What follows belongs to an exercise in optimizing a design on an open flow for small area; a production flow would make more cautious choices. The RTL was checked by simulation tests, not by an equivalence proof against the original design. Power is estimated from default activity; no workload was simulated.

## lane 5
==> flow/design.v (excerpt) <==
module motor_channel
(
	input  wire                             fpga_clk_50,
	input  wire                             hps_fpga_reset_n,
	input  wire [1:0]                       enc,       
	input  wire                             cmd_req,
	input  wire [60:0]                      cmd,       
	output logic                            cmd_ack,
	output logic signed [32-1:0]   count,
	output logic signed [16-1:0]   speed,
	output logic [8-1:0]           duty,
	output logic                            fwd,
	output logic                            rev,
	output logic                            pwm
);
Size in the first run: ~760 cells after synthesis, about 130 I/O pins.
==> module pid_regulator, before the edit <==
module pid_regulator
(
	input  wire                             fpga_clk_50,
	input  wire                             hps_fpga_reset_n,
	input  wire [11:0]                      tick,
	input  wire                             armed,
	input  wire [7:0]                       sp_rpm,
	input  wire [1:0]                       sp_dir,
	input  wire [17-1:0]            kp,
	input  wire [17-1:0]            ki,
	input  wire [17-1:0]            kd,
	input  wire                             gv,
	input  wire signed [9:0]                speed,
	output logic [8-1:0]           duty,
	output logic                            fwd,
	output logic                            rev
);
	localparam int RW = 15;
	localparam int NW = 53;        
	logic signed [12:0]   integ;
	logic signed [10:0]   err_q;
	logic signed [10:0]   err_n;
	logic [RW-1:0]        R;
	logic [NW-1:0]        W;
	logic [1:0]           ph;      
	logic                 cy;      
	logic                 stepped;  
	logic [6:0]  t;
	logic        act, t0, t1, t2, t3, t57, su, last;
	logic        ph0, ph1, ph2;
	logic        g, g1, s;
	logic        sel_sp, sel_ns, sel_i, sel_neq, sel_e, sh, hold;
	logic [RW-1:0] a, b, sum;
	logic [RW:0]   rc;
	logic        cin;
	logic [RW-1:0] sp_x, speed_x, integ_x, errq_x, errn_x;
	assign t    = tick[6:0];
	assign act  = armed && (tick[11:7] == 5'd0);
	assign su   = (t[6:2] == 5'd0) && (t[1:0] != 2'd3);     
	assign t0   = (t == 7'd0);
	assign t1   = (t == 7'd1);
	assign t2   = (t == 7'd2);
	assign t3   = (t == 7'd3);
	assign t57  = act && (t == 7'd57);
	assign last = (t >= 7'd54);
	assign ph0  = (ph == 2'd0);
	assign ph1  = (ph == 2'd1);
	assign ph2  = (ph == 2'd2);
	logic [NW-1:0] wv, wnx;
	assign wv = W ^ {(NW/2){2'b10}};
	assign g  = wv[0] & ~last;
	assign g1 = wv[1] & ~last;
	always_comb
	begin
		for (int i = 0; i < NW; i++)
			wnx[i] = (((i < NW - 1) ? wv[(i < NW - 1) ? i + 1 : i] : (R[0] && (tick[11:6] == 6'd0) && !t0))
				|| (ld && wpat[i])) ^ (i % 2 == 1);
	end
	logic          ld;
	logic [NW-1:0] wpat;
	assign ld = t0 && gv;
	always_comb
	begin
		wpat[1:0] = 2'b00;
		for (int j = 0; j < 17; j++)
		begin
			wpat[2 + 3 * j] = ki[j];
			wpat[3 + 3 * j] = kp[j];
			wpat[4 + 3 * j] = kd[j];
		end
	end
	assign s  = g ^ g1 ^ cy;        
	assign sp_x    = {{(RW-8){sp_dir[1]}}, sp_rpm ^ {8{sp_dir[1]}}};
	assign speed_x = {{(RW-10){speed[9]}}, speed};
	assign integ_x = {{(RW-13){integ[12]}}, integ};
	assign errq_x  = {{(RW-11){err_q[10]}}, err_q};
	assign errn_x  = {{(RW-11){err_n[10]}}, err_n};
	assign sh   = ph0 && !t0 && !t3;
	assign hold = !ph0;
	assign sel_sp  = t0 && gv && sp_dir[0];
	assign sel_ns  = t1;
	assign sel_i   = (t2 && stepped) || (!su && ph0 && g);
	assign sel_e   = !su && ph1 && s;
	assign sel_neq = !su && ph2 && g && stepped;
	assign cin     = (sel_sp && sp_dir[1]) || sel_ns || sel_neq;
	always_comb
	begin
		for (int i = 0; i < RW; i++)
		begin
			a[i] = (hold && R[i]) || (sh && R[(i < RW - 1) ? i + 1 : i]) || (sel_sp && sp_x[i]);
			b[i] = (sel_ns && !speed_x[i]) || (sel_i && integ_x[i])
				|| (sel_neq && !errq_x[i]) || (sel_e && errn_x[i]);
		end
	end
	assign rc[0] = cin;
	genvar gi;
	generate
		for (gi = 0; gi < RW; gi++)
		begin : g_add
			assign sum[gi]    = a[gi] ^ b[gi] ^ rc[gi];
			assign rc[gi + 1] = (a[gi] & b[gi]) | (a[gi] & rc[gi]) | (b[gi] & rc[gi]);
		end
	endgenerate
	logic               ovf;
	logic signed [12:0] integ_c;
	assign ovf     = sum[14] ? (!sum[12] || (sum[11:0] == 12'd0)) : sum[12];
	assign integ_c = {sum[14], ovf ? {11{!sum[14]}} : sum[11:1], ovf || sum[0]};
	logic [8:0]  ulo;
	logic        un, sat;
	logic [7:0]  mag;
	always_comb
	begin
		for (int j = 0; j < 9; j++)
			ulo[j] = wv[2 + 3 * (j + 8)];
		un = R[RW-1];
		if (!un)
			sat = (|R) || ulo[8];
		else
			sat = !((&R) && ulo[8]) || (ulo[7:0] == 8'd0);
		mag = (ulo[7:0] ^ {8{un}}) + {7'd0, un};
	end
	always_ff @(posedge fpga_clk_50)
	begin
		R   <= sum;
		ph  <= (&tick || ph2) ? 2'd0 : ph + 2'd1;
		cy  <= ph1 ? ((g & g1) | (g & cy) | (g1 & cy)) : cy;
		if (t1)
			err_n <= sum[10:0];
		for (int i = 0; i < NW; i++)
			W[i] <= wnx[i];
	end
	always_ff @(posedge fpga_clk_50)
	begin
		if (act && t2)
			integ <= integ_c;
		if (t57)
			err_q <= err_n;
	end
	always_ff @(posedge fpga_clk_50 or negedge hps_fpga_reset_n)
	begin
		if (!hps_fpga_reset_n)
		begin
			stepped <= 1'b0;
			duty    <= '0;
			fwd     <= 1'b0;
			rev     <= 1'b0;
		end
		else
		begin
			if (t57)
			begin
				stepped <= 1'b1;
				duty  <= mag | {8{sat}};
				fwd   <= !un && ((|R) || (|ulo));
				rev   <= un;
			end
		end
	end
endmodule
export LEC_CHECK = 0
export CAP_MARGIN = 20
export CORE_MARGIN = 2
export CORE_UTILIZATION = 65
export PLACE_DENSITY = 0.8
export SLEW_MARGIN = 20
create_clock -name core_clock -period 20.0 [get_ports {fpga_clk_50}]
standard.sh (not shown) runs the stock make flow with config.mk's settings and CLKGATE_MAP_FILE= SYNTH_SCRIPT=/design/flow/synth_recipe.tcl, a recipe that flattens the netlist after the stock synthesis.
==> flow/flow/run.sh <==
#!/bin/bash
# standard layout, with the port buffers made of the smallest buffer cell
export BUFFER_PORTS_ARGS="-buffer_cell sky130_fd_sc_hd__buf_1"
export CTS_ARGS="-sink_clustering_enable -repair_clock_nets -dont_use_dummy_load -buf_list sky130_fd_sc_hd__clkbuf_4 -sink_clustering_buffer sky130_fd_sc_hd__clkbuf_16 -sink_clustering_size 30 -sink_clustering_max_diameter 80"
bash standard.sh > standard.log 2>&1
Lane 5 finished every step from synthesis to the final layout, and the layout passed the timing, DRC and antenna checks.
Here is what was changed in the inputs of lane 3 compared with lane 5.
--- a/flow/design.v
+++ b/flow/design.v
@@ -277,15 +277,17 @@
 	assign wv = W ^ {(NW/2){2'b10}};
 	assign g  = wv[0] & ~last;
 	assign g1 = wv[1] & ~last;
 	always_comb
 	begin
 		for (int i = 0; i < NW; i++)
-			wnx[i] = (((i < NW - 1) ? wv[(i < NW - 1) ? i + 1 : i] : (R[0] && (tick[11:6] == 6'd0) && !t0))
+			wnx[i] = (((i < NW - 1) ? wv[(i < NW - 1) ? i + 1 : i] : tin)
 				|| (ld && wpat[i])) ^ (i % 2 == 1);
 	end
+	logic tin, seen;
+	assign tin = (tick[11:6] == 6'd0) && !t0 && (ph1 ? (wv[NW-1] ^ seen) : R[0]);
 	logic          ld;
 	logic [NW-1:0] wpat;
 	assign ld = t0 && gv;
 	always_comb
 	begin
 		wpat[1:0] = 2'b00;
@@ -341,19 +343,21 @@
 			ulo[j] = wv[2 + 3 * (j + 8)];
 		un = R[RW-1];
 		if (!un)
 			sat = (|R) || ulo[8];
 		else
 			sat = !((&R) && ulo[8]) || (ulo[7:0] == 8'd0);
-		mag = (ulo[7:0] ^ {8{un}}) + {7'd0, un};
+		for (int j = 0; j < 8; j++)
+			mag[j] = un ? wv[3 + 3 * (j + 8)] : ulo[j];
 	end
 	always_ff @(posedge fpga_clk_50)
 	begin
 		R   <= sum;
 		ph  <= (&tick || ph2) ? 2'd0 : ph + 2'd1;
 		cy  <= ph1 ? ((g & g1) | (g & cy) | (g1 & cy)) : cy;
+		seen <= (t < 7'd31) ? 1'b0 : (seen | (ph1 && wv[NW-1]));
 		if (t1)
 			err_n <= sum[10:0];
 		for (int i = 0; i < NW; i++)
 			W[i] <= wnx[i];
 	end
 	always_ff @(posedge fpga_clk_50)
## What came out
- Status: final worst hold slack parity (lane 5, lane 3)
- Compared with lane 5, lane 3 shows total clock sinks higher by 1.
- Relative max-transition margin, lane 3 and lane 5: lower on lane 3
- Of lane 3 and lane 5, the higher final critical-path required period belongs to lane 5.
- Post-synthesis instance total delta (lane 5 -> lane 3): insignificant
- Lane 3 vs. lane 5: final clock period utilization by the worst path went down by 0.84 points.


Another version of the RTL of motor_channel (not shown whole).
For scale: roughly 800 cells after synthesis, roughly 130 I/O pins, ~0.011 mm2 of cells after synthesis.
==> module pid_regulator, before the edit <==
module pid_regulator
(
	input  wire                             fpga_clk_50,
	input  wire                             hps_fpga_reset_n,
	input  wire [11:0]                      tick,
	input  wire                             armed,
	input  wire [7:0]                       sp_mag,
	input  wire                             sp_neg,
	input  wire [17-1:0]            kp,
	input  wire [17-1:0]            ki,
	input  wire [17-1:0]            kd,
	input  wire                             gv,
	input  wire signed [9:0]                speed,
	output logic [8-1:0]           duty,
	output logic                            fwd,
	output logic                            rev
);
	localparam int RW = 15;
	localparam int NW = 53;        
	logic signed [12:0]   integ;
	logic signed [10:0]   err_q;
	logic signed [10:0]   err_n;
	logic [RW-1:0]        R;
	logic [NW-1:0]        W;
	logic [1:0]           ph;      
	logic                 dly;     
	logic                 cy;      
	logic [6:0]  t;
	logic        act, t0, t1, t2, t3, t57, su, last;
	logic        ph0, ph1, ph2;
	logic        g, s;
	logic        sel_sp, sel_ns, sel_i, sel_neq, sel_e, sh, hold;
	logic [RW-1:0] a, b, sum;
	logic [RW:0]   rc;
	logic        cin;
	logic [RW-1:0] sp_x, speed_x, integ_x, errq_x, errn_x;
	assign t    = tick[6:0];
	assign act  = armed && (tick[11:7] == 5'd0);
	assign su   = (t[6:2] == 5'd0) && (t[1:0] != 2'd3);     
	assign t0   = (t == 7'd0);
	assign t1   = (t == 7'd1);
	assign t2   = (t == 7'd2);
	assign t3   = (t == 7'd3);
	assign t57  = act && (t == 7'd57);
	assign last = (t >= 7'd54);
	assign ph0  = (ph == 2'd0);
	assign ph1  = (ph == 2'd1);
	assign ph2  = (ph == 2'd2);
	logic [NW-1:0] wv, wnx;
	assign wv = W ^ {(NW/2){2'b10}};
	assign g = wv[0] & ~last;
	always_comb
	begin
		for (int i = 0; i < NW; i++)
			wnx[i] = (((i < NW - 1) ? wv[(i < NW - 1) ? i + 1 : i] : (R[0] && (tick[11:6] == 6'd0) && !t0))
				|| (ld && wpat[i])) ^ (i % 2 == 1);
	end
	logic          ld;
	logic [NW-1:0] wpat;
	assign ld = t0 && gv;
	always_comb
	begin
		wpat[1:0] = 2'b00;
		for (int j = 0; j < 17; j++)
		begin
			wpat[2 + 3 * j] = ki[j];
			wpat[3 + 3 * j] = kd[j];
			wpat[4 + 3 * j] = kp[j];
		end
	end
	assign s = g ^ dly ^ cy;
	assign sp_x    = {{(RW-8){sp_neg}}, sp_mag ^ {8{sp_neg}}};
	assign speed_x = {{(RW-10){speed[9]}}, speed};
	assign integ_x = {{(RW-13){integ[12]}}, integ};
	assign errq_x  = {{(RW-11){err_q[10]}}, err_q};
	assign errn_x  = {{(RW-11){err_n[10]}}, err_n};
	assign sh   = ph0 && !t0 && !t3;
	assign hold = !ph0;
	assign sel_sp  = t0 && gv;
	assign sel_ns  = t1;
	assign sel_i   = t2 || (!su && ph0 && g);
	assign sel_neq = !su && ph1 && g;
	assign sel_e   = !su && ph2 && s;
	assign cin     = (sel_sp && sp_neg) || sel_ns || sel_neq;
	always_comb
	begin
		for (int i = 0; i < RW; i++)
		begin
			a[i] = (hold && R[i]) || (sh && R[(i < RW - 1) ? i + 1 : i]);
			b[i] = (sel_sp && sp_x[i]) || (sel_ns && !speed_x[i]) || (sel_i && integ_x[i])
				|| (sel_neq && !errq_x[i]) || (sel_e && errn_x[i]);
		end
	end
	assign rc[0] = cin;
	genvar gi;
	generate
		for (gi = 0; gi < RW; gi++)
		begin : g_add
			assign sum[gi]    = a[gi] ^ b[gi] ^ rc[gi];
			assign rc[gi + 1] = (a[gi] & b[gi]) | (a[gi] & rc[gi]) | (b[gi] & rc[gi]);
		end
	endgenerate
	logic               ovf;
	logic signed [12:0] integ_c;
	assign ovf     = sum[14] ? (!sum[12] || (sum[11:0] == 12'd0)) : sum[12];
	assign integ_c = {sum[14], ovf ? {11{!sum[14]}} : sum[11:1], ovf || sum[0]};
	logic [8:0]  ulo;
	logic        un, sat;
	logic [7:0]  mag;
	always_comb
	begin
		for (int j = 0; j < 9; j++)
			ulo[j] = wv[2 + 3 * (j + 8)];
		un = R[RW-1];
		if (!un)
			sat = (|R) || ulo[8];
		else
			sat = !((&R) && ulo[8]) || (ulo[7:0] == 8'd0);
		mag = (ulo[7:0] ^ {8{un}}) + {7'd0, un};
	end
	always_ff @(posedge fpga_clk_50)
	begin
		R   <= sum;
		ph  <= (&tick || ph2) ? 2'd0 : ph + 2'd1;
		dly <= g;
		cy  <= ph2 ? ((g & dly) | (g & cy) | (dly & cy)) : cy;
		if (t1)
			err_n <= sum[10:0];
		for (int i = 0; i < NW; i++)
			W[i] <= wnx[i];
	end
	always_ff @(posedge fpga_clk_50 or negedge hps_fpga_reset_n)
	begin
		if (!hps_fpga_reset_n)
		begin
			integ <= '0;
			err_q <= '0;
			duty  <= '0;
			fwd   <= 1'b0;
			rev   <= 1'b0;
		end
		else
		begin
			if (act && t2)
				integ <= integ_c;
			if (t57)
			begin
				err_q <= err_n;
				duty  <= mag | {8{sat}};
				fwd   <= !un && ((|R) || (|ulo));
				rev   <= un;
			end
		end
	end
endmodule
==> flow/config.mk <==
export PLATFORM = sky130hd
export DESIGN_NAME = motor_channel
export DESIGN_NICKNAME = motor_channel
export VERILOG_FILES = /design/flow/design.v
export SDC_FILE = /design/flow/constraint.sdc
export NUM_CORES = 4
export LEC_CHECK = 0
export CAP_MARGIN = 20
export CORE_MARGIN = 2
export CORE_UTILIZATION = 40
export CTS_BUF_LIST = sky130_fd_sc_hd__clkbuf_16
export CTS_CLUSTER_DIAMETER = 80
export CTS_CLUSTER_SIZE = 30
export SLEW_MARGIN = 20
==> flow/constraint.sdc <==
create_clock -name core_clock -period 20.0 [get_ports {fpga_clk_50}]
set_input_delay 4.0000 -clock core_clock [delete_from_list [all_inputs] [get_ports {fpga_clk_50}]]
set_output_delay 4.0000 -clock core_clock [all_outputs]
set_load 0.01 [all_outputs]
Scripts as last shown in full above: flow/flow/run.sh
==> next run, changes <==
--- a/flow/design.v
+++ b/flow/design.v
@@ -271,19 +271,11 @@
 	assign t57  = act && (t == 7'd57);
 	assign last = (t >= 7'd54);
 	assign ph0  = (ph == 2'd0);
 	assign ph1  = (ph == 2'd1);
 	assign ph2  = (ph == 2'd2);
-	logic [NW-1:0] wv, wnx;
-	assign wv = W ^ {(NW/2){2'b10}};
-	assign g = wv[0] & ~last;
-	always_comb
-	begin
-		for (int i = 0; i < NW; i++)
-			wnx[i] = (((i < NW - 1) ? wv[(i < NW - 1) ? i + 1 : i] : (R[0] && (tick[11:6] == 6'd0) && !t0))
-				|| (ld && wpat[i])) ^ (i % 2 == 1);
-	end
+	assign g = W[0] & ~last;
 	logic          ld;
 	logic [NW-1:0] wpat;
 	assign ld = t0 && gv;
 	always_comb
 	begin
@@ -335,11 +327,11 @@
 	logic        un, sat;
 	logic [7:0]  mag;
 	always_comb
 	begin
 		for (int j = 0; j < 9; j++)
-			ulo[j] = wv[2 + 3 * (j + 8)];
+			ulo[j] = W[2 + 3 * (j + 8)];
 		un = R[RW-1];
 		if (!un)
 			sat = (|R) || ulo[8];
 		else
 			sat = !((&R) && ulo[8]) || (ulo[7:0] == 8'd0);
@@ -352,11 +344,12 @@
 		dly <= g;
 		cy  <= ph2 ? ((g & dly) | (g & cy) | (dly & cy)) : cy;
 		if (t1)
 			err_n <= sum[10:0];
 		for (int i = 0; i < NW; i++)
-			W[i] <= wnx[i];
+			W[i] <= ((i < NW - 1) ? W[(i < NW - 1) ? i + 1 : i] : (R[0] && (tick[11:6] == 6'd0) && !t0))
+				|| (ld && wpat[i]);
 	end
 	always_ff @(posedge fpga_clk_50 or negedge hps_fpga_reset_n)
 	begin
 		if (!hps_fpga_reset_n)
 		begin
The new run completed with no timing, DRC or antenna violations; global-route usage goes up by 0.54 points; die area goes up by 0.72%; non-clock buffer count came out lower by 2; total power went down by 1.1%; fmax shrinks by 0.74%; final cell count goes down by 1.6%.

## what the ideal ports hide
No port has a modelled driver above. Below, the same layouts with a new extraction and two added sets of constraints. Step 1 assumes that a clkbuf_16 drives the clock port and a buf_2 every other input. Step 2 moves the port delays by t, midway between the first and last clock arrival at a register: inputs arrive t later, outputs are due t later. That takes back most of the time a late clock gives input paths. Three values: ideal, step 1, step 2; two values: the first two.
run	t, ns	setup WS [ns]	worst slew at a driven data input, ns	pins driven straight from the clock port
lane 5	0.656	6.307 / 6.307 / 6.307	0.05	1
lane 3	0.652	6.475 / 6.475 / 6.475	0.04	1
the first run of note 2	0.699	6.588 / 6.588 / 6.588	0.05	1
the second run of note 2	0.681	6.489 / 6.489 / 6.489	0.05	1
After both steps setup and hold are still met in every run listed.
